What follows belongs to an exercise in optimizing a design on an open flow for small area, a short achievable clock period and few clock cycles per item; a production flow would make more cautious choices.
RTL that was checked went through simulation tests only; none was proved equivalent to the original.
Function not checked in runs 2 and 3: the RTL went through the layout flow alone.
Power figures rest on the tool's default switching activity, not on a simulated workload.

`design/flow/config.mk`:
```
export PLATFORM = sky130hd
export DESIGN_NAME = mul_axil
export DESIGN_NICKNAME = mul_axil
export VERILOG_FILES = /design/flow/design.v
export SDC_FILE = /design/flow/constraint.sdc
export NUM_CORES = 4
export LEC_CHECK = 0
export CAP_MARGIN = 20
export CORE_MARGIN = 2
export CORE_UTILIZATION = 55
export CTS_BUF_LIST = sky130_fd_sc_hd__clkbuf_4 sky130_fd_sc_hd__clkbuf_8
export SETUP_SLACK_MARGIN = 0.8
export SLEW_MARGIN = 20
```
`design/flow/constraint.sdc`:
```
create_clock -name core_clock -period 3.2 [get_ports {Clk}]
set_input_delay 0.6400 -clock core_clock [delete_from_list [all_inputs] [get_ports {Clk}]]
set_output_delay 0.6400 -clock core_clock [all_outputs]
set_load 0.01 [all_outputs]
```
`design/flow/design.v`:
```
module mul_axil (
  input  logic        Clk,
  input  logic        arst_n,
  input  logic        s_awvalid,
  output logic        s_awready,
  input  logic [7:0]  s_awaddr,
  input  logic        s_wvalid,
  output logic        s_wready,
  input  logic [31:0] s_wdata,
  input  logic [3:0]  s_wstrb,
  output logic        s_bvalid,
  input  logic        s_bready,
  output logic [1:0]  s_bresp,
  input  logic        s_arvalid,
  output logic        s_arready,
  input  logic [7:0]  s_araddr,
  output logic        s_rvalid,
  input  logic        s_rready,
  output logic [31:0] s_rdata,
  output logic [1:0]  s_rresp
);
  logic        bvalid, rvalid;
  logic        bresp_err;
  logic [31:0] rdata;
  logic [15:0] opa, opb;
  logic wr_fire, rd_fire, ctrl_go;
  logic aw_a, aw_b, aw_c;
  assign wr_fire = s_awvalid & s_wvalid & ~bvalid;
  assign rd_fire = s_arvalid & ~rvalid;
  assign aw_a = (s_awaddr == 8'h00);
  assign aw_b = (s_awaddr == 8'h04);
  assign aw_c = (s_awaddr == 8'h08);
  assign ctrl_go = wr_fire & aw_c & s_wstrb[0] & s_wdata[0];
  always_ff @(posedge Clk or negedge arst_n) begin
    if (!arst_n) begin
      opa <= '0;
      opb <= '0;
    end else begin
      if (wr_fire & aw_a & s_wstrb[0]) opa[7:0]  <= s_wdata[7:0];
      if (wr_fire & aw_a & s_wstrb[1]) opa[15:8] <= s_wdata[15:8];
      if (wr_fire & aw_b & s_wstrb[0]) opb[7:0]  <= s_wdata[7:0];
      if (wr_fire & aw_b & s_wstrb[1]) opb[15:8] <= s_wdata[15:8];
    end
  end
  logic        busy;           
  logic        fin;            
  logic [1:0]  cnt;            
  logic [3:0]  dig;            
  logic [15:0] hs, hc;
  logic [3:0]  ps, pc;
  logic [19:0] hi;
  logic [11:0] lo;
  logic        done;
  logic        has;            
  function automatic logic [39:0] csa(input logic [19:0] x, input logic [19:0] y,
                                      input logic [19:0] z);
    logic [19:0] s, c;
    s = x ^ y ^ z;
    c = ((x & y) | (x & z) | (y & z)) << 1;
    csa = {s, c};
  endfunction
  logic [4:0]  pr;
  logic [19:0] r0, r1, r2, r3, r4, r5;
  logic [19:0] s1, c1, s2, c2, s3, c3, sn, cn;
  assign pr = {1'b0, ps} + {1'b0, pc};
  assign r0 = {4'h0, hs & {16{busy}}};
  assign r1 = {4'h0, hc & {16{busy}}};
  assign r2 = {4'h0, opb & {16{dig[0]}}};
  assign r3 = {3'h0, opb & {16{dig[1]}}, pr[4] & busy};
  assign r4 = {2'h0, opb & {16{dig[2]}}, 2'h0};
  assign r5 = {1'h0, opb & {16{dig[3]}}, 3'h0};
  assign {s1, c1} = csa(r0, r1, r2);
  assign {s2, c2} = csa(r3, r4, r5);
  assign {s3, c3} = csa(s1, c1, s2);
  assign {sn, cn} = csa(s3, c3, c2);
  always_ff @(posedge Clk) begin
    hs <= sn[19:4];
    hc <= cn[19:4];
    ps <= sn[3:0];
    pc <= cn[3:0];
  end
  always_ff @(posedge Clk) begin
    if (busy) begin
      lo <= {pr[3:0], lo[11:4]};
    end
    if (fin) begin
      hi <= {hs, ps} + {hc, pc};
    end
  end
  always_ff @(posedge Clk or negedge arst_n) begin
    if (!arst_n) begin
      cnt  <= '0;
      busy <= 1'b0;
      fin  <= 1'b0;
      done <= 1'b0;
      has  <= 1'b0;
    end else begin
      if (ctrl_go | busy) begin
        cnt <= cnt + 2'd1;
      end
      if (ctrl_go) begin
        busy <= 1'b1;
        has  <= 1'b1;
      end else if (cnt == 2'd3) begin
        busy <= 1'b0;
      end
      fin <= busy & (cnt == 2'd3);
      if (ctrl_go) begin
        done <= 1'b0;
      end else if (busy & (cnt == 2'd1)) begin
        done <= 1'b1;
      end
    end
  end
  always_ff @(posedge Clk) begin
    if (busy) begin
      case (cnt)
        2'd1:    dig <= opa[11:8];
        2'd2:    dig <= opa[15:12];
        default: dig <= opa[3:0];
      endcase
    end else begin
      dig <= ctrl_go ? opa[7:4] : opa[3:0];
    end
  end
  logic sel_a, sel_b, sel_p, st_done, rd_err;
  logic [7:0] ra;
  assign ra = s_araddr;
  always_ff @(posedge Clk or negedge arst_n) begin
    if (!arst_n) begin
      bvalid <= 1'b0;
      rvalid <= 1'b0;
    end else begin
      if (wr_fire)       bvalid <= 1'b1;
      else if (s_bready) bvalid <= 1'b0;
      if (rd_fire)       rvalid <= 1'b1;
      else if (s_rready) rvalid <= 1'b0;
    end
  end
  always_ff @(posedge Clk) begin
    if (!bvalid) bresp_err <= ~(aw_a | aw_b | aw_c);
    if (!rvalid) begin
      sel_a   <= (ra == 8'h00);
      sel_b   <= (ra == 8'h04);
      sel_p   <= (ra == 8'h10) & ~busy & has;
      st_done <= (ra == 8'h0C) & done;
      rd_err  <= ~((ra == 8'h00) | (ra == 8'h04) | (ra == 8'h08) | (ra == 8'h0C)
                   | (ra == 8'h10));
    end
  end
  assign rdata = ({32{sel_p}} & {hi, lo})
               | {16'h0, {16{sel_a}} & opa}
               | {16'h0, {16{sel_b}} & opb}
               | {31'h0, st_done};
  assign s_awready = ~bvalid;
  assign s_wready  = ~bvalid;
  assign s_bvalid  = bvalid;
  assign s_bresp   = {bresp_err, 1'b0};
  assign s_arready = ~rvalid;
  assign s_rvalid  = rvalid;
  assign s_rdata   = rdata;
  assign s_rresp   = {rd_err, 1'b0};
endmodule
```
`design/flow/flow/run.sh`:
```
#!/bin/bash
# Standard layout, with plain buffers on the ports, resizing not tied to
# cell footprints and a clock tree without dummy loads. Each step's own log
# is also kept under orfs/logs/.
set -euo pipefail
bash standard.sh \
  "BUFFER_PORTS_ARGS=-buffer_cell sky130_fd_sc_hd__buf_1" \
  MATCH_CELL_FOOTPRINT=0 \
  "CTS_ARGS=-sink_clustering_enable -repair_clock_nets -sink_clustering_size 30 -buf_list {sky130_fd_sc_hd__clkbuf_2 sky130_fd_sc_hd__clkbuf_4} -dont_use_dummy_load" \
  finish > standard.log 2>&1
```
`design/flow/standard.sh`:
```
#!/bin/bash
# synth_recipe.tcl (not shown) runs the flow's synth.tcl, then flattens the netlist and writes it again
# the make line also repeats each setting of config.mk as NAME=value (left out here)
make -C /OpenROAD-flow-scripts/flow DESIGN_CONFIG=/design/flow/config.mk WORK_HOME=/design/flow/orfs CLKGATE_MAP_FILE= SYNTH_SCRIPT=/design/flow/synth_recipe.tcl "${@:-finish}"
```
==> results.cfg, run 1 <==
[run_status]
outcome = timing/DRC/antenna clean

[critical_path]
r2r_slack_ns = 0.86
critPathMaxFanout = 14
rr_startpoint = busy
path_buf_inv = 3
critPathCaptureType = output pin
required_ns = 2.56
cp.arrival_ns = 1.81
crit_family = flip-flops
max_stage_delay_ns = 0.45
cp_slowest_cell = edfxtp_1
r2r_end = ps[3]
path_cells = buf_12, a222oi_1, inv_1, buf_1
worst-r2r-cell-count = 6
cp-start-kind = register
crit_type = reg2out

[route]
first_iter_violations = 335
dr_total_vias = 4901
dr.pass1.iters = 7
drt-wirelength-per-cell_um = 17.0
wl_met3_um = 819
dr.max_layer_used = met4
wl_met1_um = 6560
routed_via_density = 5.50
drtAntennaViolNets = 0
dr_wl_met2_um = 7570
wirelength_um = 15200
drcViolationCount = 0

[power]
ir_drop_mv = 0.190
pwr_density_cell_mw_per_mm2 = 327
p_leak_uw = 0.00336

[worst_hold_path]
hold_class = in2async

[clocking]
clk_pin_slew_worst_paths_ns = 0.12
cts_root_buffer = clkbuf_4
cts_buffers = 17
clockBufferDepth = 2
cts_tree = done
clk_latency_ns = 0.54
cts_sinks = 119
htree_num_levels = 4

[global_routing]
grt_start_max_net_pins = 32
grt-ovfl-total = 0
antenna_found_initial = 0
grt_pass1_vias = 4907
groute.usage.overall = 0.243
grt_pass1_wl_um = 24200

[sta]
min_period_ns = 2.45
max_freq_mhz = 408
period_share = 0.765
worstMarginPinSlew_ns = 1.05
hold_slack_ns = 0.172
slew_headroom = 0.300
rsz0062_at_grt = true
drv_slew = 0
tns_ns = 0
hold_viol_final = 0
fin_skew_ns = 0.0431
setup-violations-final = 0

[yosys]
syn_area_mm2 = 0.00694
synthXorXnorAreaFrac = 0.0164
ys_types = 54
syn_area_per_cell_um2 = 11.0
yosysTopAreaCell = fa_1
synth.area.mux_share = 0.0534
postSynthCellCount = 630
async_flop_share = 0.336
yosys.area.top_type_share = 0.173
synth_simple_gate_area_share = 0.139
synth_edf_count = 38
synth_ff_type = dfxtp_1
synth_seq_area_share = 0.427
ys_seq_elements = 119
ys_warn_count = 1
synth_top_family_by_area = adder cells
synth_compound_area_frac = 0.0862
synth_fa_ha_area_frac = 0.224
ys_top_cells_by_area = fa_1, edfxtp_1, dfrtp_1, dfxtp_1, nand2_1

[placed_design]
place_hpwl_um = 11200
port_buffers = 79
gp_congestion = 0.802

[die]
num_rows = 41
die_width_um = 116
chipHeight_um = 116
start_util = 0.557
die_area_mm2 = 0.0135
core_mm2 = 0.0125
ioPinCount = 100

[cells_and_area]
layout_commonest_cell = nand2_1
area_growth_pct = 11.7
final_cell_mix = nand2_1, buf_1, inv_1
drive_gt1_frac = 0.129
num-nets-final = 868
antennaDiodeCount = 0

[job]
cap_violations = 0
[Yosys cell counts (5+ instances only)]
master and n:
nand2_1 104, inv_1 72, fa_1 60, dfxtp_1 41
dfrtp_1 40, edfxtp_1 38, and2_1 35, mux2_2 32
ha_1 28, nor2_1 24, clkbuf_1 16, a222oi_1 15
o21ai_0 13, nand3_1 12, a21oi_1 9, xnor2_1 9
a21o_1 7, and3_1 6, a211oi_1 5, buf_4 5
nor3_1 5
[stage by stage]
stage / cells / utilization / instance area, um^2 / worst slack (ns) / total power, uW
floorplan: 631 / - / 6970 / 0.790 / 1740
global placement: 863 / 0.592 / 7380 / 0.540 / 1830
detailed placement: 863 / 0.592 / 7380 / 0.489 / 1830
CTS: 885 / 0.612 / 7620 / 0.717 / 2560
global route: 891 / 0.622 / 7750 / 0.617 / 2650
finish: 891 / 0.622 / 7750 / 0.752 / 2530
[sequential cells by signal, summed over array words and instances (netlist names), 2 cells and up]
signal	flops
hi	20
hc	16
opa	16
opb	16
hs	15
lo	12
dig	4
ps	4
cnt	2
pc	2
[how the worst max path moves through the flow]
stage | start | endpoint | slack [ns] | cells after the start
after floorplan | busy | ps[3] | 0.79 | 7
after global placement | ps[2] | hi[16] | 0.54 | 7
after detailed placement | ps[2] | hi[18] | 0.49 | 7
after CTS | sel_p | s_rdata[11] | 0.72 | 4
after global routing | sel_p | s_rdata[11] | 0.62 | 4
final | sel_p | s_rdata[11] | 0.75 | 4
[cell type report]
class / count / area, um^2
Clock buffer: 17 / 128
Tap cell: 172 / 215
Fill cell: 1077 / 4720
Multi-Input combinational cell: 418 / 3680
Timing Repair Buffer: 93 / 473
Inverter: 72 / 270
Sequential cell: 119 / 2990
[where the power goes]
group / total, uW / switching, uW / internal, uW
registers: 1600 / 24.6 / 1570
clock network: 715 / 473 / 242
logic: 219 / 132 / 86.9
total: 2530 / 629 / 1900
[cells by family after synthesis]
logic type,after synthesis
other,1
buffers and inverters,94
DFF,119
muxes,33
and+or+nand+nor,204
AOI/OAI and AO/OA,78
adders and majority gates,88
xor gates and xnor gates,13
[layer usage]
| layer | GRT usage | vias to the layer above |
|---|---|---|
| met5 | 0 | - |
| met4 | 0.0873 | 0 |
| met3 | 0.0514 | 22 |
| met2 | 0.391 | 138 |
| met1 | 0.328 | 2445 |
| li1 | - | 2296 |
[what timing repair did]
| item | CTS | global route |
|---|---|---|
| buffers inserted | 5 | 6 |
| hold buffers | 0 | 0 |
| resized for setup | 8 | 21 |
| endpoints found under the setup margin | 64 | 49 |
| pin swaps | 5 | 15 |
Testbench counts, summed over its fixed seeds: cycles 5,120, items 512.
==> inputs of run 2 (changes only) <==
--- a/design/flow/design.v
+++ b/design/flow/design.v
@@ -45,7 +45,8 @@
   logic        busy;           
   logic        fin;            
   logic [1:0]  cnt;            
-  logic [3:0]  dig;            
+  logic [17:0] b3;             
+  logic [2:0]  sa, sb;         
   logic [15:0] hs, hc;
   logic [3:0]  ps, pc;
   logic [19:0] hi;
@@ -59,20 +60,24 @@
     c = ((x & y) | (x & z) | (y & z)) << 1;
     csa = {s, c};
   endfunction
+  function automatic logic [17:0] pp(input logic [2:0] sel, input logic [15:0] b,
+                                     input logic [17:0] b3x);
+    pp = ({2'b0, b} & {18{sel[0]}}) | ({1'b0, b, 1'b0} & {18{sel[1]}})
+       | (b3x & {18{sel[2]}});
+  endfunction
   logic [4:0]  pr;
-  logic [19:0] r0, r1, r2, r3, r4, r5;
-  logic [19:0] s1, c1, s2, c2, s3, c3, sn, cn;
+  logic [19:0] r0, r1, r2, r3;
+  logic [19:0] s1, c1, sn, cn;
   assign pr = {1'b0, ps} + {1'b0, pc};
   assign r0 = {4'h0, hs & {16{busy}}};
   assign r1 = {4'h0, hc & {16{busy}}};
-  assign r2 = {4'h0, opb & {16{dig[0]}}};
-  assign r3 = {3'h0, opb & {16{dig[1]}}, pr[4] & busy};
-  assign r4 = {2'h0, opb & {16{dig[2]}}, 2'h0};
-  assign r5 = {1'h0, opb & {16{dig[3]}}, 3'h0};
+  assign r2 = {2'h0, pp(sa, opb, b3)};
+  assign r3 = {pp(sb, opb, b3), 1'b0, pr[4] & busy};
   assign {s1, c1} = csa(r0, r1, r2);
-  assign {s2, c2} = csa(r3, r4, r5);
-  assign {s3, c3} = csa(s1, c1, s2);
-  assign {sn, cn} = csa(s3, c3, c2);
+  assign {sn, cn} = csa(s1, c1, r3);
+  always_ff @(posedge Clk) begin
+    b3 <= {2'b0, opb} + {1'b0, opb, 1'b0};
+  end
   always_ff @(posedge Clk) begin
     hs <= sn[19:4];
     hc <= cn[19:4];
@@ -112,16 +117,21 @@
       end
     end
   end
-  always_ff @(posedge Clk) begin
+  logic [3:0] nd;
+  always_comb begin
     if (busy) begin
       case (cnt)
-        2'd1:    dig <= opa[11:8];
-        2'd2:    dig <= opa[15:12];
-        default: dig <= opa[3:0];
+        2'd1:    nd = opa[11:8];
+        2'd2:    nd = opa[15:12];
+        default: nd = opa[3:0];
       endcase
     end else begin
-      dig <= ctrl_go ? opa[7:4] : opa[3:0];
+      nd = ctrl_go ? opa[7:4] : opa[3:0];
     end
+  end
+  always_ff @(posedge Clk) begin
+    sa <= {nd[1:0] == 2'd3, nd[1:0] == 2'd2, nd[1:0] == 2'd1};
+    sb <= {nd[3:2] == 2'd3, nd[3:2] == 2'd2, nd[3:2] == 2'd1};
   end
   logic sel_a, sel_b, sel_p, st_done, rd_err;
   logic [7:0] ra;
==> design/flow/flow/run.sh (replaced) <==
#!/bin/bash
# Standard layout, with plain buffers on the ports and resizing not tied to
# cell footprints. Each step's own log is also kept under orfs/logs/.
set -euo pipefail
bash standard.sh \
  "BUFFER_PORTS_ARGS=-buffer_cell sky130_fd_sc_hd__buf_1" \
  MATCH_CELL_FOOTPRINT=0 \
  finish > standard.log 2>&1
--- a/design/flow/config.mk
+++ b/design/flow/config.mk
@@ -7,7 +7,8 @@
 export LEC_CHECK = 0
 export CAP_MARGIN = 20
 export CORE_MARGIN = 2
-export CORE_UTILIZATION = 55
+export CORE_UTILIZATION = 60
 export CTS_BUF_LIST = sky130_fd_sc_hd__clkbuf_4 sky130_fd_sc_hd__clkbuf_8
-export SETUP_SLACK_MARGIN = 0.8
+export CTS_CLUSTER_SIZE = 30
+export SETUP_SLACK_MARGIN = 1.0
 export SLEW_MARGIN = 20
==> run 2 against run 1 <==
  * Non-clock buffer count rose by 13
  * Final cell count rose by 9.7%
  * Utilization rose by 9.6 points
  * Critical path type unchanged
  * Largest power group unchanged
==> results.cfg, run 2 <==
[yosys]
syn_area_mm2 = 0.00773
syn_area_per_cell_um2 = 11.1
synth_ff_type = dfxtp_1
ys_warn_count = 1
synth_edf_count = 38
postSynthCellCount = 698
yosysTopAreaCell = dfxtp_1
synth_seq_area_share = 0.438
yosys.area.top_type_share = 0.161
async_flop_share = 0.286
synth_commonest_cells = inv_1, dfxtp_1, and2_1
ys_seq_elements = 140
yosysMostFrequentCell = inv_1
ys_types = 62
ys_top_cells_by_area = dfxtp_1, edfxtp_1, dfrtp_1, fa_1, ha_1

[die]
core_mm2 = 0.0126
die_area_mm2 = 0.0138
ioPinCount = 100
chipHeight_um = 118
num_rows = 41
start_util = 0.613
die_width_um = 118

[sta]
slew_headroom = 0.424
drv_slew = 0
hold_viol_final = 0
period_share = 0.747
fin_skew_ns = 0.0118
rsz0062_at_grt = true
max_freq_mhz = 418
setup-violations-final = 0
worstMarginPinSlew_ns = 0.863
timing.final.ws_setup_ns = 0.810
hold_slack_ns = 0.298
tns_ns = 0
min_period_ns = 2.39

[global_routing]
groute.usage.overall = 0.269
grt-ovfl-total = 0
grt_pass1_vias = 5855
grt_pass1_wl_um = 29500
grt_start_max_net_pins = 41
antenna_found_initial = 0

[cells_and_area]
reg_top3 = hi x20, b3 x18
layout_commonest_cell = buf_1
multi_input_area_mm2 = 0.00424
largest_reg_flops = 20
n_fill_cell = 943
seq_area_mm2 = 0.00341
max_flop_register = hi
drive_gt1_frac = 0.211
num-nets-final = 925
area_growth_pct = 17.1
final_cell_mix = buf_1, inv_1, and2_1, dfxtp_1, a222oi_1
antennaDiodeCount = 0

[placed_design]
port_buffers = 79
gp_congestion = 0.959
dp_slack_ns = 0.437
place_hpwl_um = 13000

[clocking]
clk_latency_ns = 0.45
cts_sinks = 140
cts_buffers = 17
cts_root_buffer = clkbuf_8
clk_pin_slew_worst_paths_ns = 0.08
clockBufferDepth = 2
cts_hold_buf = 0
htree_num_levels = 4
cts_tree = done

[route]
drcViolationCount = 0
first_iter_violations = 917
routed_via_density = 6.11
drt-wirelength-per-cell_um = 18.9
drtAntennaViolNets = 0
wirelength_um = 18500
dr_total_vias = 5967
dr.pass1.iters = 7

[power]
ir_drop_mv = 0.251
p_clk_frac = 0.389
p_leak_uw = 0.00415
combPwrFrac = 0.082
intPower_uw = 2650
p_sw_frac = 0.255
pwr_density_cell_mw_per_mm2 = 392
power_switching_uw = 905
seq_power_share = 0.529

[critical_path]
cp.arrival_ns = 1.75
crit_type = reg2out
cp-start-kind = register
required_ns = 2.56
critPathMaxFanout = 17
critPathCaptureType = output pin

[worst_hold_path]
hold_class = in2async

[job]
cap_violations = 0

[run_status]
outcome = timing/DRC/antenna clean
-- run 2: cell types whose count changed in the layout (fill, tap and decap cells not counted), moves of 20 or more --
cell and delta:
a222oi_1 +30, nand2_1 -78, fa_1 -30, a21oi_1 +27
and2_1 +20
-- run 2: final timing paths --
kind | from | slack, ns | to | depth (start not counted)
max | sel_p | 0.81 | s_rdata[11] | 4
min in group core_clock | s_rready | 0.36 | rvalid | 2
max reg2reg | hs[4] | 1.00 | hi[15] | 7
min reg2reg | ps[0] | 0.44 | hi[0] | 0
max in group asynchronous | arst_n | 2.28 | busy | 1
min | arst_n | 0.30 | rvalid | 1
-- run 2: repair_timing --
| action | CTS | global route |
|---|---|---|
| setup endpoints to repair | 53 | 54 |
| pin swaps | 15 | 32 |
| buffers inserted | 16 | 8 |
| gates resized for setup | 34 | 52 |
| gates cloned | 1 | 0 |
-- run 2: layout make-up --
class                      count  share of cell area
clock buffer                  17              0.0258
clock inverter                15              0.0166
inverter                      65              0.0269
multi-input combinational    462               0.468
sequential                   140               0.377
tap                          172              0.0238
timing repair buffer         106              0.0619
-- run 2: cells by family after synthesis --
family | after synthesis | synth area share
XOR/XNOR | 27 | 0.0306
adder cells (fa/ha/maj) | 74 | 0.151
AO/OA/AOI/OAI | 168 | 0.164
buffers and inverters | 98 | 0.0511
AND/OR/NAND/NOR | 156 | 0.116
multiplexers | 34 | 0.0492
flip-flops | 140 | 0.438
other | 1 | 0.000485
-- run 2: power groups by stage --
| stage | Sequential, uW | Clock (uW) | Combinational (uW) |
|---|---|---|---|
| floorplan | 1900 | 0 | 165 |
| global placement | 1930 | 0 | 224 |
| detailed placement | 1940 | 0 | 232 |
| CTS | 1880 | 1400 | 277 |
| global route | 1880 | 1480 | 312 |
| finish | 1880 | 1380 | 290 |
-- run 2: per-layer routing --
layer  part of all wire  track usage
met4              0.030        0.118
met3              0.073       0.0480
met2               0.46        0.411
met1               0.43        0.378
met5                  0            0
-- run 2: per-stage QoR --
stage          instance area (um^2)  std cells  utilization  power [uW]
3_3_place_gp                   8150        920        0.646        2160
4_1_cts                        8810        969        0.698        3550
6_report                       9060        977        0.718        3550
3_5_place_dp                   8150        920        0.646        2170
2_1_floorplan                  7760        699            -        2070
5_1_grt                        9060        977        0.718        3670
-- run 2: critical path: stages (launching register included) --
cell and delay [ns]:
edfxtp_1 0.43, buf_12 0.17, a222oi_1 0.46, inv_1 0.10, clkbuf_2 0.14
==> inputs of run 3 (changes only) <==
--- a/design/flow/config.mk
+++ b/design/flow/config.mk
@@ -10,5 +10,5 @@
 export CORE_UTILIZATION = 60
 export CTS_BUF_LIST = sky130_fd_sc_hd__clkbuf_4 sky130_fd_sc_hd__clkbuf_8
 export CTS_CLUSTER_SIZE = 30
-export SETUP_SLACK_MARGIN = 1.0
+export SETUP_SLACK_MARGIN = 0.8
 export SLEW_MARGIN = 20
==> run 3 against run 2 <==
  * Clock power increased by 14%
  * Synthesized area unchanged
  * Setup slack improved by 0.025 ns
  * Clock-buffer cell count grew 2
  * Critical path type unchanged
  * Critical endpoint is now s_rdata[10]
  * Largest power group unchanged
  * Highest routed layer unchanged
==> results.cfg, run 3 <==
[critical_path]
cp.arrival_ns = 1.73
required_ns = 2.56
critPathMaxFanout = 17
critPathCaptureType = output pin
cp_slowest_cell = edfxtp_1
cp-start-kind = register
max_stage_delay_ns = 0.44
path_buf_inv = 3
crit_type = reg2out
crit_family = flip-flops
path_cells = buf_12, a222oi_1, inv_1, buf_1

[placed_design]
port_buffers = 79
place_hpwl_um = 12900
gp_congestion = 0.988

[cells_and_area]
max_flop_register = hi
largest_reg_flops = 20
layout_commonest_cell = buf_1
antennaDiodeCount = 0
area_growth_pct = 12.7
drive_gt1_frac = 0.125
final_cell_mix = buf_1, inv_1, dfxtp_1
num-nets-final = 910
reg_top3 = hi x20, b3 x18

[power]
p_leak_uw = 0.00411
finalPower_uw = 3730
ir_drop_mv = 0.343
pwr_density_cell_mw_per_mm2 = 428

[sta]
drv_slew = 0
period_share = 0.739
fin_skew_ns = 0.0184
min_period_ns = 2.37
rsz0062_at_grt = true
tns_ns = 0
slew_headroom = 0.404
setup-violations-final = 0
max_freq_mhz = 423
worstMarginPinSlew_ns = 0.893
hold_viol_final = 0
hold_slack_ns = 0.300

[global_routing]
grt_start_max_net_pins = 41
grt_pass1_vias = 5609
grt_busiest_layer = met2
met1_usage = 0.371
grt_pass1_wl_um = 28800
grt.met2_usage = 0.417
antenna_found_initial = 0
groute.usage.overall = 0.264
grt-ovfl-total = 0
grt_use_met3 = 0.0489

[yosys]
synth_ff_type = dfxtp_1
postSynthCellCount = 698
synth_seq_area_share = 0.438
yosysTopAreaCell = dfxtp_1
ys_seq_elements = 140
syn_area_per_cell_um2 = 11.1
async_flop_share = 0.286
yosysMostFrequentCell = inv_1
synth_edf_count = 38
yosys.area.top_type_share = 0.161
ys_top_cells_by_area = dfxtp_1, edfxtp_1, dfrtp_1, fa_1, ha_1
ys_types = 62
synth_commonest_cells = inv_1, dfxtp_1, and2_1
syn_area_mm2 = 0.00773
ys_warn_count = 1

[clocking]
clk_pin_slew_worst_paths_ns = 0.09
htree_num_levels = 4
cts_sinks = 140
clockBufferDepth = 2
clk_latency_ns = 0.45
cts_tree = done
cts_hold_buf = 0
cts_root_buffer = clkbuf_8
cts_buffers = 17

[die]
die_area_mm2 = 0.0138
chipHeight_um = 118
core_mm2 = 0.0126
num_rows = 41
ioPinCount = 100
die_width_um = 118
start_util = 0.613

[run_status]
outcome = timing/DRC/antenna clean

[route]
first_iter_violations = 839
drcViolationCount = 0
routed_via_density = 6.07
wirelength_um = 17600
dr.pass1.iters = 9
dr_total_vias = 5844
drt-wirelength-per-cell_um = 18.3
drtAntennaViolNets = 0

[worst_hold_path]
hold_class = in2async

[job]
cap_violations = 0
-- run 3: final timing paths --
kind,startpoint,endpoint,slack [ns],depth (start not counted)
worst max-delay path,sel_p,s_rdata[10],0.83,4
worst min register to register,ps[0],lo[8],0.45,0
worst max register to register,opb[6],b3[16],0.87,7
worst min-delay path,arst_n,rvalid,0.30,1
min in group core_clock,s_rready,rvalid,0.36,2
max in group asynchronous,arst_n,opb[15],2.26,1
-- run 3: logic make-up (layout without fill, tap and decap cells) --
| logic type | after synthesis | in the layout | share of synthesized area |
|---|---|---|---|
| fa+ha+maj | 74 | 74 | 0.151 |
| compound gates | 168 | 168 | 0.164 |
| xor+xnor | 27 | 27 | 0.0306 |
| other cells | 1 | 2 | 0.000485 |
| buf+inv | 98 | 189 | 0.0511 |
| simple gates | 156 | 156 | 0.116 |
| mux | 34 | 34 | 0.0492 |
| flops | 140 | 140 | 0.438 |
-- run 3: cell type report --
| class | instances | area (um^2) |
|---|---|---|
| well taps | 172 | 215 |
| repair buffers | 92 | 420 |
| clock inverters | 13 | 188 |
| inverters | 65 | 244 |
| fillers | 1017 | 3910 |
| multi-input cells | 461 | 4010 |
| clock buffers | 19 | 249 |
| flip-flops and latches | 140 | 3390 |
-- run 3: power breakdown --
part	total [uW]	internal [uW]	switching (uW)
combinational	273	110	163
clock	1580	872	705
sequential	1880	1840	33.5
-- run 3: worst register-to-register path: cells and delay by family, from the launching register on --
kind / cells / cell delay, ns
AOI/OAI and AO/OA: 4 / 1.04
DFF: 1 / 0.51
xor gates and xnor gates: 1 / 0.16
adders and majority gates: 1 / 0.43
and+or+nand+nor: 1 / 0.09
-- run 3: repair_timing --
item,in CTS,in global routing
gates resized for setup,5,12
buffers inserted,8,0
pin swaps,1,6
setup endpoints to repair,39,15
-- run 3: layer usage --
metal  vias up  part of all wire
met5         -                 0
met4         0             0.015
met3        28             0.071
met2       283              0.47
met1      2803              0.45
li1       2730                 -
-- run 3: metrics by stage --
| step | std cells | util | setup WS [ns] | cell area (um^2) |
|---|---|---|---|---|
| global placement | 922 | 0.645 | 0.474 | 8150 |
| finish | 962 | 0.690 | 0.835 | 8710 |
| global route | 962 | 0.690 | 0.763 | 8710 |
| CTS | 962 | 0.688 | 0.819 | 8680 |
| detailed placement | 922 | 0.645 | 0.454 | 8150 |
| floorplan | 699 | - | 0.701 | 7750 |
==> inputs of run 4 (changes only) <==
==> design/flow/design.v (replaced) <==
module mul_axil (
  input  logic        Clk,
  input  logic        arst_n,
  input  logic        s_awvalid,
  output logic        s_awready,
  input  logic [7:0]  s_awaddr,
  input  logic        s_wvalid,
  output logic        s_wready,
  input  logic [31:0] s_wdata,
  input  logic [3:0]  s_wstrb,
  output logic        s_bvalid,
  input  logic        s_bready,
  output logic [1:0]  s_bresp,
  input  logic        s_arvalid,
  output logic        s_arready,
  input  logic [7:0]  s_araddr,
  output logic        s_rvalid,
  input  logic        s_rready,
  output logic [31:0] s_rdata,
  output logic [1:0]  s_rresp
);
  logic        bvalid, rvalid;
  logic        bresp_err, rresp_err;
  logic [31:0] rdata;
  logic [15:0] opa, opb;
  logic [31:0] acc;
  logic [1:0]  cnt;
  logic        busy, done;
  logic wr_fire, rd_fire, ctrl_go;
  logic aw_a, aw_b, aw_c;
  assign wr_fire = s_awvalid & s_wvalid & ~bvalid;
  assign rd_fire = s_arvalid & ~rvalid;
  assign aw_a = (s_awaddr == 8'h00);
  assign aw_b = (s_awaddr == 8'h04);
  assign aw_c = (s_awaddr == 8'h08);
  assign ctrl_go = wr_fire & aw_c & s_wstrb[0] & s_wdata[0];
  always_ff @(posedge Clk or negedge arst_n) begin
    if (!arst_n) begin
      opa <= '0;
      opb <= '0;
    end else begin
      if (wr_fire & aw_a & s_wstrb[0]) opa[7:0]  <= s_wdata[7:0];
      if (wr_fire & aw_a & s_wstrb[1]) opa[15:8] <= s_wdata[15:8];
      if (wr_fire & aw_b & s_wstrb[0]) opb[7:0]  <= s_wdata[7:0];
      if (wr_fire & aw_b & s_wstrb[1]) opb[15:8] <= s_wdata[15:8];
    end
  end
  logic [3:0]  digit;
  logic [15:0] hi_in;
  logic [19:0] sum;
  logic [31:0] acc_nxt;
  assign digit   = opa[4*cnt +: 4];
  assign hi_in   = busy ? acc[31:16] : 16'h0;
  assign sum     = {4'h0, hi_in} + opb * digit;
  assign acc_nxt = {sum, busy ? acc[15:4] : 12'h0};
  always_ff @(posedge Clk or negedge arst_n) begin
    if (!arst_n) begin
      acc  <= '0;
      cnt  <= '0;
      busy <= 1'b0;
      done <= 1'b0;
    end else begin
      if (ctrl_go | busy) begin
        acc <= acc_nxt;
        cnt <= cnt + 2'd1;
      end
      if (ctrl_go) begin
        busy <= 1'b1;
      end else if (cnt == 2'd3) begin
        busy <= 1'b0;
      end
      if (ctrl_go) begin
        done <= 1'b0;
      end else if (busy & (cnt == 2'd1)) begin
        done <= 1'b1;
      end
    end
  end
  logic [31:0] rd_nxt;
  logic        rd_err;
  always_comb begin
    rd_nxt = '0;
    rd_err = 1'b0;
    case (s_araddr)
      8'h00:   rd_nxt = {16'h0, opa};
      8'h04:   rd_nxt = {16'h0, opb};
      8'h08:   rd_nxt = '0;
      8'h0C:   rd_nxt = {31'h0, done};
      8'h10:   rd_nxt = acc;
      default: rd_err = 1'b1;
    endcase
  end
  always_ff @(posedge Clk or negedge arst_n) begin
    if (!arst_n) begin
      bvalid <= 1'b0;
      rvalid <= 1'b0;
    end else begin
      if (wr_fire)       bvalid <= 1'b1;
      else if (s_bready) bvalid <= 1'b0;
      if (rd_fire)       rvalid <= 1'b1;
      else if (s_rready) rvalid <= 1'b0;
    end
  end
  always_ff @(posedge Clk) begin
    if (wr_fire) bresp_err <= ~(aw_a | aw_b | aw_c);
    if (rd_fire) begin
      rdata     <= rd_nxt;
      rresp_err <= rd_err;
    end
  end
  assign s_awready = ~bvalid;
  assign s_wready  = ~bvalid;
  assign s_bvalid  = bvalid;
  assign s_bresp   = {bresp_err, 1'b0};
  assign s_arready = ~rvalid;
  assign s_rvalid  = rvalid;
  assign s_rdata   = rdata;
  assign s_rresp   = {rresp_err, 1'b0};
endmodule
==> design/flow/run.sh (new file) <==
#!/bin/bash
# synth_recipe.tcl (not shown) runs the flow's synth.tcl, then flattens the netlist and writes it again
# the make line also repeats each setting of config.mk as NAME=value (left out here)
make -C /OpenROAD-flow-scripts/flow DESIGN_CONFIG=/design/flow/config.mk WORK_HOME=/design/flow/orfs CLKGATE_MAP_FILE= SYNTH_SCRIPT=/design/flow/synth_recipe.tcl finish
==> design/flow/config.mk (replaced) <==
export PLATFORM = sky130hd
export DESIGN_NAME = mul_axil
export DESIGN_NICKNAME = mul_axil
export VERILOG_FILES = /design/flow/design.v
export SDC_FILE = /design/flow/constraint.sdc
export NUM_CORES = 4
export LEC_CHECK = 0
export CAP_MARGIN = 20
export CORE_MARGIN = 2
export CORE_UTILIZATION = 40
export SLEW_MARGIN = 20
removed: design/flow/flow/run.sh
removed: design/flow/standard.sh
==> run 4 against run 3 <==
  * Now fails the layout checks on negative setup slack
  * Die area grew 33%
  * Wire length increased by 11%
  * Via count down 4.9%
  * Largest cell class unchanged
==> results.cfg, run 4 <==
[run_status]
outcome = complete, but fails checks
violations = negative setup slack

[global_routing]
antenna_found_initial = 0
grt_pass1_vias = 5885
grt_pass1_wl_um = 31500
groute.usage.overall = 0.226
grt-ovfl-total = 0
grt_start_max_net_pins = 71

[cells_and_area]
final_cell_mix = nand2_1, buf_4, clkdlybuf4s50_1
drive_gt1_frac = 0.330
area_growth_pct = 39.3
design_area_mm2 = 0.00966
antennaDiodeCount = 0
seq_area_mm2 = 0.00278
n_fill_cell = 1470
reg_top3 = acc x32, rdata x32
num-nets-final = 984
multi_input_area_mm2 = 0.00430

[power]
pwr_density_cell_mw_per_mm2 = 321
finalPower_uw = 3100
ir_drop_mv = 0.244
p_leak_uw = 0.00446

[clocking]
cts_tree = done
clockBufferDepth = 2
cts_sinks = 104
cts_buffers = 9
clk_latency_ns = 0.37
htree_num_levels = 3
cts_root_buffer = clkbuf_16
clk_pin_slew_worst_paths_ns = 0.08

[critical_path]
worst-r2r-cell-count = 15
critPathCaptureType = register
critPathMaxFanout = 7
r2r_end = acc[27]
crit_path_start = cnt[1]
critPathCapture = acc[27]
r2r_slack_ns = -1.22
cp-start-kind = register
required_ns = 3.42
rr_startpoint = cnt[1]
crit_type = reg2reg
cp.arrival_ns = 4.64

[sta]
worstMarginPinSlew_ns = 0.678
tns_ns = -16.67
slew_headroom = 0.547
max_freq_mhz = 226
period_share = 1.38
fin_skew_ns = 0.0133
drv_slew = 0
min_period_ns = 4.42
rsz0062_at_grt = true
setup-violations-final = 17
timing.final.ws_setup_ns = -1.22
hold_viol_final = 0

[route]
routed_via_density = 5.14
dr.max_layer_used = met4
first_iter_violations = 342
drcViolationCount = 0
dr.pass1.iters = 4
wirelength_um = 19400
wl_met1_um = 8830
dr_total_vias = 5558
drt-wirelength-per-cell_um = 18.0
dr_wl_met2_um = 9460
wl_met3_um = 708
drtAntennaViolNets = 0

[placed_design]
gp_congestion = 0.935
dpl_cell_area_mm2 = 0.00884
port_buffers = 79
place_hpwl_um = 14200

[yosys]
ys_top_cells_by_area = dfrtp_1, edfxtp_1, fa_1, and2_1, nand2_1
async_flop_share = 0.673
yosys.area.top_type_share = 0.253
yosysTopAreaCell = dfrtp_1
postSynthCellCount = 678
synth_ff_type = dfrtp_1
ys_warn_count = 1
syn_area_per_cell_um2 = 10.2
synth_edf_count = 34
synth_seq_area_share = 0.400
yosysMostFrequentCell = nand2_1
syn_area_mm2 = 0.00694
synth_commonest_cells = nand2_1, and2_1, inv_1
ys_seq_elements = 104
ys_types = 55

[die]
die_width_um = 136
core_mm2 = 0.0171
start_util = 0.405
ioPinCount = 100
chipHeight_um = 136
num_rows = 48
die_area_mm2 = 0.0184

[worst_hold_path]
hold_class = in2async

[job]
cap_violations = 0
-- run 4: cell count changes after synthesis, sizes merged, moves of 9 or more --
cell	before	now
ha	42	30
a222oi	45	0
nand2	23	111
and2	54	73
a22oi	2	16
o21ai	16	33
nand2b	9	0
buf	8	19
fa	32	43
dfxtp	62	0
dfrtp	40	70
clkbuf	25	16
a21oi	41	30
-- run 4: area by class of cell --
cell class / count / share of cell area
Tap cell: 225 / 0.0291
Inverter: 71 / 0.0276
Clock buffer: 10 / 0.0237
Clock inverter: 6 / 0.00453
Sequential cell: 104 / 0.287
Multi-Input combinational cell: 470 / 0.445
Timing Repair Buffer: 196 / 0.183
-- run 4: critical path, stage by stage, from the launching register on --
cell      delay (ns)
dfrtp_2         0.41
mux4_2          0.63
buf_6           0.16
and2_4          0.15
fa_2            0.36
fa_1            0.54
inv_1           0.05
fa_1            0.53
inv_2           0.05
ha_4            0.22
a21o_1          0.19
a221oi_4        0.39
o211ai_1        0.16
a21oi_1         0.19
xor2_1          0.16
a21oi_1         0.09
-- run 4: how the worst min path moves through the flow --
stage / endpoint / depth (start not counted) / startpoint
after CTS: bvalid / 2 / arst_n
after detailed placement: done / 2 / done
after floorplan: acc[0] / 0 / arst_n
final: bvalid / 2 / arst_n
after global placement: acc[0] / 2 / acc[4]
after global routing: bvalid / 2 / arst_n
-- run 4: report_power, final --
part | switching (uW) | internal, uW
logic | 186 | 207
clock network | 554 | 535
registers | 112 | 1510
total | 852 | 2250
-- run 4: kinds of logic after synthesis --
| kind of cell | Yosys count | share of synthesized area |
|---|---|---|
| and+or+nand+nor | 240 | 0.174 |
| AOI/OAI and AO/OA | 100 | 0.0942 |
| xor gates and xnor gates | 17 | 0.0215 |
| DFF | 104 | 0.400 |
| muxes | 37 | 0.0664 |
| buffers and inverters | 106 | 0.0655 |
| other | 1 | 0.000541 |
| adders and majority gates | 73 | 0.178 |
-- run 4: what timing repair did --
item,4_1_cts,5_1_grt
pin swaps,56,26
endpoints found under the setup margin,18,18
cloned,1,0
resized for setup,81,18
buffers inserted,12,6
hold buffers,0,0
-- run 4: per-layer routing --
layer,global-route usage,vias up
li1,-,2599
met1,0.311,2803
met2,0.368,123
met3,0.0311,33
met4,0.0764,0
met5,0,-
-- run 4: through the flow --
step,hold slack (ns),worst slack [ns],util,std cells
floorplan,0.344,-1.10,-,679
global placement,0.497,-1.27,0.516,1050
detailed placement,0.497,-1.34,0.516,1050
CTS,0.303,-1.30,0.559,1078
global route,0.305,-1.39,0.564,1082
finish,0.282,-1.22,0.564,1082
Testbench counts of run 4, summed over its fixed seeds: cycles 5,120, items 512.

## port drivers added, routing unchanged
In the flow no input, the clock included, has a driving cell. The finished layouts below were timed again as built, in two steps.
Step 1 sets driving cells, clkbuf_16 on the clock port and buf_2 on the other inputs (assumed; they add their load-dependent delay and slew).
Step 2 adds t to the input delays and takes it off the output delays; t is the mean of the earliest and latest rising clock arrival at the registers after step 1. Input paths then give back, and output paths get back, about the clock's delay inside the block.
a / b / c = no drivers / after step 1 / after step 2; a / b = the first two.
| run | shift t [ns] | setup slack, ns | worst setup path after step 2 | worst slew at a driven data input, ns |
|---|---|---|---|---|
| run 1 | 0.554 | 0.752 / 0.718 / 0.540 | input to register | 0.04 |
| run 2 | 0.475 | 0.810 / 0.776 / 0.555 | input to register | 0.04 |
| run 3 | 0.476 | 0.835 / 0.800 / 0.458 | input to register | 0.05 |
| run 4 | 0.405 | -1.220 / -1.220 / -1.220 | register to register | 0.04 |
The setup slack of run 3, which loses most, moves by -0.035 ns with the drivers and by -0.377 ns with both steps.
